Context: an optimization exercise on an open-source flow, tuned for small area and a short achievable clock period. The choices shown serve that exercise and are no tape-out recipe.
Function was checked by simulation only, so behaviour that the tests miss may differ from the original.

==> 01-13 <==
==> flow/design.v <==
package tetrisPkg;
    localparam int BoardCols   = 10;
    localparam int VisibleRows = 20;
    localparam int HiddenRows  = 4;
    localparam int TotalRows   = VisibleRows + HiddenRows;
    localparam int ObjectBits  = VisibleRows * BoardCols;
    localparam int NumPieces   = 5;
    localparam int RowBits     = 5;
    localparam int ColBits     = 5;
    localparam int SpawnCol    = 5;
    localparam int SpawnRow    = 2;
    localparam logic [1:0] KeyIdle   = 2'd0;
    localparam logic [1:0] KeyLeft   = 2'd1;
    localparam logic [1:0] KeyRight  = 2'd2;
    localparam logic [1:0] KeyRotate = 2'd3;
    localparam logic [6:0] LandScore = 7'd1;
    localparam logic [6:0] RowScore  = 7'd10;
endpackage
`timescale 1ns/1ps
module gameControl
(
    input  logic         clk,
    input  logic         rstReg,
    input  logic [1:0]   keyCode,
    input  logic         dropTick,
    output logic [6:0]   score,
    output logic [2:0]   nextBlock,
    output logic [199:0] objects,
    output logic         fail
);
    function automatic logic [15:0] shapeRects(input logic [2:0] ty, input logic [1:0] rot);
        case (ty)
            3'd0: shapeRects = rot[0] ? 16'b0100_1111_0000_0000 : 16'b1111_0100_0000_0000;
            3'd1: shapeRects = 16'b1100_0110_0000_0000;
            3'd2: case (rot)
                2'd0: shapeRects = 16'b1110_0100_0100_0010;
                2'd1: shapeRects = 16'b0100_1110_1000_0100;
                2'd2: shapeRects = 16'b1110_0100_0100_1000;
                default: shapeRects = 16'b0100_1110_0010_0100;
            endcase
            3'd3: case (rot)
                2'd0: shapeRects = 16'b1110_0100_1000_0010;
                2'd1: shapeRects = 16'b0100_1110_1000_1000;
                2'd2: shapeRects = 16'b1110_0100_0010_1000;
                default: shapeRects = 16'b0100_1110_0010_0010;
            endcase
            default: case (rot)
                2'd0: shapeRects = 16'b0110_0100_1100_0010;
                2'd1: shapeRects = 16'b0100_1100_0010_0110;
                2'd2: shapeRects = 16'b1100_0100_0110_0010;
                default: shapeRects = 16'b0100_0110_0010_1100;
            endcase
        endcase
    endfunction
    function automatic logic [23:0] rowMask(input logic [3:0] e, input logic [23:0] oh);
        for (int r = 0; r < 24; r++) begin
            rowMask[r] = 1'b0;
            for (int j = 0; j < 4; j++)
                if (r + 2 - j >= 0 && r + 2 - j < 24)
                    rowMask[r] = rowMask[r] | (e[j] & oh[r + 2 - j]);
        end
    endfunction
    function automatic logic [9:0] colMask(input logic [3:0] e, input logic [9:0] oh);
        for (int c = 0; c < 10; c++) begin
            colMask[c] = 1'b0;
            for (int j = 0; j < 4; j++)
                if (c + 2 - j >= 0 && c + 2 - j < 10)
                    colMask[c] = colMask[c] | (e[j] & oh[c + 2 - j]);
        end
    endfunction
    localparam logic [23:0] SpawnRowOH = 24'd1 << 2;
    localparam logic [9:0]  SpawnColOH = 10'd1 << 5;
    logic [19:0][9:0] board;      
    logic [23:0] RA, RB;          
    logic [9:0]  CA, CB;          
    logic [23:0] rowOH;           
    logic [9:0]  colOH;           
    logic [15:0] shpRot;          
    logic [1:0]  rot;
    logic        lastIdle;
    logic        busy;
    logic [4:0]  pf;              
    logic [4:0]  wr;              
    logic [9:0]  srcRow;          
    logic        srcFull;
    logic        rotBlk;          
    logic [2:0] curType, nxtType;
    assign curType = (nextBlock == 3'd0) ? 3'd4 : nextBlock - 3'd1;
    assign nxtType = (nextBlock == 3'd4) ? 3'd0 : nextBlock + 3'd1;
    logic active;
    assign active = !busy && !fail;
    always_comb begin
        for (int r = 0; r < 20; r++)
            for (int c = 0; c < 10; c++)
                objects[r * 10 + c] = board[r][c] | (RA[r + 4] & CA[c]) | (RB[r + 4] & CB[c]);
    end
    logic [23:0] XA, XB;    
    logic [9:0]  YA, YB;    
    logic blkDown, blkLeft, blkRight;
    always_comb begin
        XA = '0; XB = '0; YA = '0; YB = '0;
        for (int r = 0; r < 20; r++)
            for (int c = 0; c < 10; c++) begin
                XA[r + 4] = XA[r + 4] | (board[r][c] & CA[c]);
                XB[r + 4] = XB[r + 4] | (board[r][c] & CB[c]);
                YA[c] = YA[c] | (board[r][c] & RA[r + 4]);
                YB[c] = YB[c] | (board[r][c] & RB[r + 4]);
            end
        blkDown = RA[23] | RB[23];
        for (int r = 3; r < 23; r++)
            blkDown = blkDown | (RA[r] & XA[r + 1]) | (RB[r] & XB[r + 1]);
        blkLeft  = CA[0] | CB[0];
        blkRight = CA[9] | CB[9];
        for (int c = 0; c < 9; c++) begin
            blkLeft  = blkLeft  | (CA[c + 1] & YA[c]) | (CB[c + 1] & YB[c]);
            blkRight = blkRight | (CA[c] & YA[c + 1]) | (CB[c] & YB[c + 1]);
        end
    end
    logic [23:0] RAr, RBr;
    logic [9:0]  CAr, CBr;
    assign CAr = colMask(shpRot[15:12], colOH);
    assign RAr = rowMask(shpRot[11:8], rowOH);
    assign CBr = colMask(shpRot[7:4], colOH);
    assign RBr = rowMask(shpRot[3:0], rowOH);
    logic [23:0] XAr, XBr;
    logic rotWall, rotHere, rotBelow;
    always_comb begin
        logic [3:0] ec, er;
        ec = shpRot[15:12] | shpRot[7:4];
        er = shpRot[11:8] | shpRot[3:0];
        rotWall = (ec[0] & (colOH[0] | colOH[1])) | (ec[1] & colOH[0]) | (ec[3] & colOH[9]);
        XAr = '0; XBr = '0;
        for (int r = 0; r < 20; r++)
            for (int c = 0; c < 10; c++) begin
                XAr[r + 4] = XAr[r + 4] | (board[r][c] & CAr[c]);
                XBr[r + 4] = XBr[r + 4] | (board[r][c] & CBr[c]);
            end
        rotHere  = rotWall | (er[3] & rowOH[23]);
        rotBelow = rotWall | (er[3] & rowOH[22]);
        for (int r = 0; r < 24; r++) begin
            rotHere = rotHere | (RAr[r] & XAr[r]) | (RBr[r] & XBr[r]);
            if (r < 23)
                rotBelow = rotBelow | (RAr[r] & XAr[r + 1]) | (RBr[r] & XBr[r + 1]);
        end
    end
    logic mvDown, mvLeft, mvRight, mvRot, lockPiece, clearDone, spawn;
    assign mvDown    = active && dropTick && !blkDown;
    assign lockPiece = active && dropTick && blkDown;
    assign mvLeft    = active && !dropTick && lastIdle && keyCode == 2'd1 && !blkLeft;
    assign mvRight   = active && !dropTick && lastIdle && keyCode == 2'd2 && !blkRight;
    assign mvRot     = active && !dropTick && lastIdle && keyCode == 2'd3 && !rotBlk;
    assign clearDone = busy && pf == 5'd3;
    assign spawn     = clearDone && !fail;
    logic lockHigh;
    assign lockHigh = |RA[3:0] | |RB[3:0];
    logic [9:0] fetch;
    always_comb begin
        fetch = '0;
        for (int r = 0; r < 20; r++)
            if (pf == 5'(r + 4)) fetch = objects[r * 10 +: 10];
    end
    always_ff @(posedge clk) begin
        srcRow  <= fetch;
        srcFull <= &fetch;
    end
    always_ff @(posedge clk) begin
        for (int r = 0; r < 20; r++) begin
            if (rstReg) board[r] <= '0;
            else if (busy && !srcFull && wr == 5'(r + 4)) board[r] <= srcRow;
            else if (busy && pf == 5'(r + 3)) board[r] <= '0;
        end
    end
    logic [15:0] spShp, rsShp;
    assign spShp = shapeRects(nextBlock, 2'd0);
    assign rsShp = shapeRects(3'd0, 2'd0);
    always_ff @(posedge clk) begin
        if (rstReg) begin
            lastIdle  <= 1'b1;
            busy      <= 1'b0;
            pf        <= 5'd23;
            wr        <= 5'd23;
            rowOH     <= SpawnRowOH;
            colOH     <= SpawnColOH;
            CA        <= colMask(rsShp[15:12], SpawnColOH);
            RA        <= rowMask(rsShp[11:8], SpawnRowOH);
            CB        <= colMask(rsShp[7:4], SpawnColOH);
            RB        <= rowMask(rsShp[3:0], SpawnRowOH);
            shpRot    <= shapeRects(3'd0, 2'd1);
            rot       <= 2'd0;
            rotBlk    <= 1'b0;
            score     <= 7'd0;
            nextBlock <= 3'd1;
            fail      <= 1'b0;
        end else begin
            lastIdle <= (keyCode == 2'd0);
            rotBlk   <= !spawn && (mvDown ? rotBelow : rotHere);
            if (lockPiece) begin
                busy <= 1'b1;
                pf   <= 5'd22;
                wr   <= 5'd23;
                if (lockHigh) fail <= 1'b1;
            end else if (busy) begin
                pf <= clearDone ? 5'd23 : pf - 5'd1;
                if (!srcFull) wr <= wr - 5'd1;
                if (clearDone) busy <= 1'b0;
            end
            if (spawn) begin
                score     <= score + 7'd1 + 7'd10 * (7'(wr[3:0]) - 7'd4 + 7'(srcFull));
                nextBlock <= nxtType;
                rowOH     <= SpawnRowOH;
                colOH     <= SpawnColOH;
                CA        <= colMask(spShp[15:12], SpawnColOH);
                RA        <= rowMask(spShp[11:8], SpawnRowOH);
                CB        <= colMask(spShp[7:4], SpawnColOH);
                RB        <= rowMask(spShp[3:0], SpawnRowOH);
                shpRot    <= shapeRects(nextBlock, 2'd1);
                rot       <= 2'd0;
            end else if (mvDown) begin
                rowOH <= rowOH << 1;
                RA    <= RA << 1;
                RB    <= RB << 1;
            end else if (mvLeft) begin
                colOH <= colOH >> 1;
                CA    <= CA >> 1;
                CB    <= CB >> 1;
            end else if (mvRight) begin
                colOH <= colOH << 1;
                CA    <= CA << 1;
                CB    <= CB << 1;
            end else if (mvRot) begin
                RA     <= RAr;
                RB     <= RBr;
                CA     <= CAr;
                CB     <= CBr;
                shpRot <= shapeRects(curType, rot + 2'd2);
                rot    <= rot + 2'd1;
            end
        end
    end
endmodule
==> flow/run.sh <==
#!/bin/bash
# synth_recipe.tcl (not shown) runs the flow's synth.tcl, then flattens the netlist and writes it again
# the make line also repeats each setting of config.mk as NAME=value (left out here)
make -C /OpenROAD-flow-scripts/flow DESIGN_CONFIG=/design/flow/config.mk WORK_HOME=/design/flow/orfs CLKGATE_MAP_FILE= SYNTH_SCRIPT=/design/flow/synth_recipe.tcl finish
==> flow/config.mk <==
export PLATFORM = sky130hd
export DESIGN_NAME = gameControl
export DESIGN_NICKNAME = gameControl
export VERILOG_FILES = /design/flow/design.v
export SDC_FILE = /design/flow/constraint.sdc
export NUM_CORES = 4
export LEC_CHECK = 0
export CAP_MARGIN = 20
export CORE_MARGIN = 2
export CORE_UTILIZATION = 25
export PLACE_DENSITY = 0.5
export SLEW_MARGIN = 40
==> flow/constraint.sdc <==
create_clock -name core_clock -period 14.0 [get_ports {clk}]
set_input_delay 2.8000 -clock core_clock [delete_from_list [all_inputs] [get_ports {clk}]]
set_output_delay 2.8000 -clock core_clock [all_outputs]
set_load 0.01 [all_outputs]
==> 11-02 (differences from 01-13) <==
--- a/flow/design.v
+++ b/flow/design.v
@@ -74,5 +74,7 @@
     logic [23:0] RA, RB;          
     logic [9:0]  CA, CB;          
+    logic [4:0]  cRow;            
     logic [23:0] rowOH;           
+    always_comb for (int r = 0; r < 24; r++) rowOH[r] = (cRow == 5'(r));
     logic [9:0]  colOH;           
     logic [15:0] shpRot;          
@@ -180,5 +182,5 @@
             pf        <= 5'd23;
             wr        <= 5'd23;
-            rowOH     <= SpawnRowOH;
+            cRow      <= 5'd2;
             colOH     <= SpawnColOH;
             CA        <= colMask(rsShp[15:12], SpawnColOH);
@@ -208,5 +210,5 @@
                 score     <= score + 7'd1 + 7'd10 * (7'(wr[3:0]) - 7'd4 + 7'(srcFull));
                 nextBlock <= nxtType;
-                rowOH     <= SpawnRowOH;
+                cRow      <= 5'd2;
                 colOH     <= SpawnColOH;
                 CA        <= colMask(spShp[15:12], SpawnColOH);
@@ -217,5 +219,5 @@
                 rot       <= 2'd0;
             end else if (mvDown) begin
-                rowOH <= rowOH << 1;
+                cRow  <= cRow + 5'd1;
                 RA    <= RA << 1;
                 RB    <= RB << 1;
==> flow/flow/run.sh (new file) <==
#!/bin/bash
# Own flow: the standard layout (standard synthesis unchanged), with
# - port buffers of sky130_fd_sc_hd__buf_2 instead of the resizer's default pick,
# - timing repair aiming for extra setup slack (the clock period stays as given).
set -euo pipefail
bash standard.sh \
  "BUFFER_PORTS_ARGS=-buffer_cell sky130_fd_sc_hd__buf_2" \
  "SETUP_SLACK_MARGIN=9.2" \
  finish > standard_flow.log 2>&1
==> flow/standard.sh (new file) <==
#!/bin/bash
# synth_recipe.tcl (not shown) runs the flow's synth.tcl, then flattens the netlist and writes it again
# the make line also repeats each setting of config.mk as NAME=value (left out here)
make -C /OpenROAD-flow-scripts/flow DESIGN_CONFIG=/design/flow/config.mk WORK_HOME=/design/flow/orfs CLKGATE_MAP_FILE= SYNTH_SCRIPT=/design/flow/synth_recipe.tcl "${@:-finish}"
removed: flow/run.sh
==> flow_metrics.env <==
export IMPL_fp_row_count=122
export IMPL_reg2reg_slack_ns=8.98
export IMPL_synthAdderAreaFrac_pct=1.85
export IMPL_syn_inst=3788
export IMPL_comb_cell_power_mw=0.947
export IMPL_coreArea_sq_mm=0.111
export IMPL_fin_util_pct=29.4
export IMPL_peakVddDrop_uv=77.3
export IMPL_worst_slew_pin_slew_ns=1.04
export IMPL_status="finished clean"
export IMPL_final_cell_mix="a22oi_1, nor2_1, dfxtp_1, nand2_1, clkdlybuf4s50_1"
export IMPL_p_int_mw=2.02
export IMPL_grtUsageTotal_pct=38.1
export IMPL_crit_chain="buf_4, a221o_1, clkdlybuf4s50_1"
export IMPL_taps=1488
export IMPL_buf_share_pct=10.2
export IMPL_cts_num_sinks=348
Source of the figures above: 01-13

==> flow_metrics.env <==
export IMPL_status="finished clean"
export IMPL_taps=1414
export IMPL_maxCapViolations=0
export IMPL_cts_num_sinks=332
export IMPL_crit_chain="buf_4, a221o_1, buf_2"
export IMPL_comb_cell_power_mw=0.264
export IMPL_reg2reg_slack_ns=9.12
export IMPL_fp_row_count=121
export IMPL_startpoint="RB[18]$_SDFFE_PP0P_"
export IMPL_peakVddDrop_uv=79.2
export IMPL_buf_share_pct=8.30
export IMPL_p_int_mw=1.70
export IMPL_worst_slew_pin_slew_ns=1.00
export IMPL_regToRegEndpoint="srcFull$_DFF_P_"
export IMPL_fin_util_pct=28.7
export IMPL_final_cell_mix="a22oi_1, nand2_1, dfxtp_1, nor2_1, a21oi_1"
Source of the figures above: 11-02

[afterwards: timing with drivers on the ports]
In the flow no input, the clock included, has a driving cell. The finished layouts below were timed again as built, in two steps. Step 1: set_driving_cell puts a clkbuf_16 on clk and a buf_2 on each other input, an assumption about the parent block. Step 2 moves the port delays by t, midway between the first and last clock arrival at a register: inputs arrive t later, outputs are due t later. That takes back most of the time a late clock gives input paths. Slacks: ideal / step 1 / step 2; pairs: ideal / step 1.
run | shift t [ns] | slack for setup (ns) | worst setup path at the end | pins driven straight from the clock port
01-13 | 0.706 | 7.892 / 7.819 / 8.325 | input to register | 1
11-02 | 0.680 | 9.111 / 9.034 / 8.773 | input to register | 1
After both steps every run listed still meets setup and hold. The setup slack of 11-02, which loses most, moves by -0.077 ns with the drivers and by -0.338 ns with both steps.
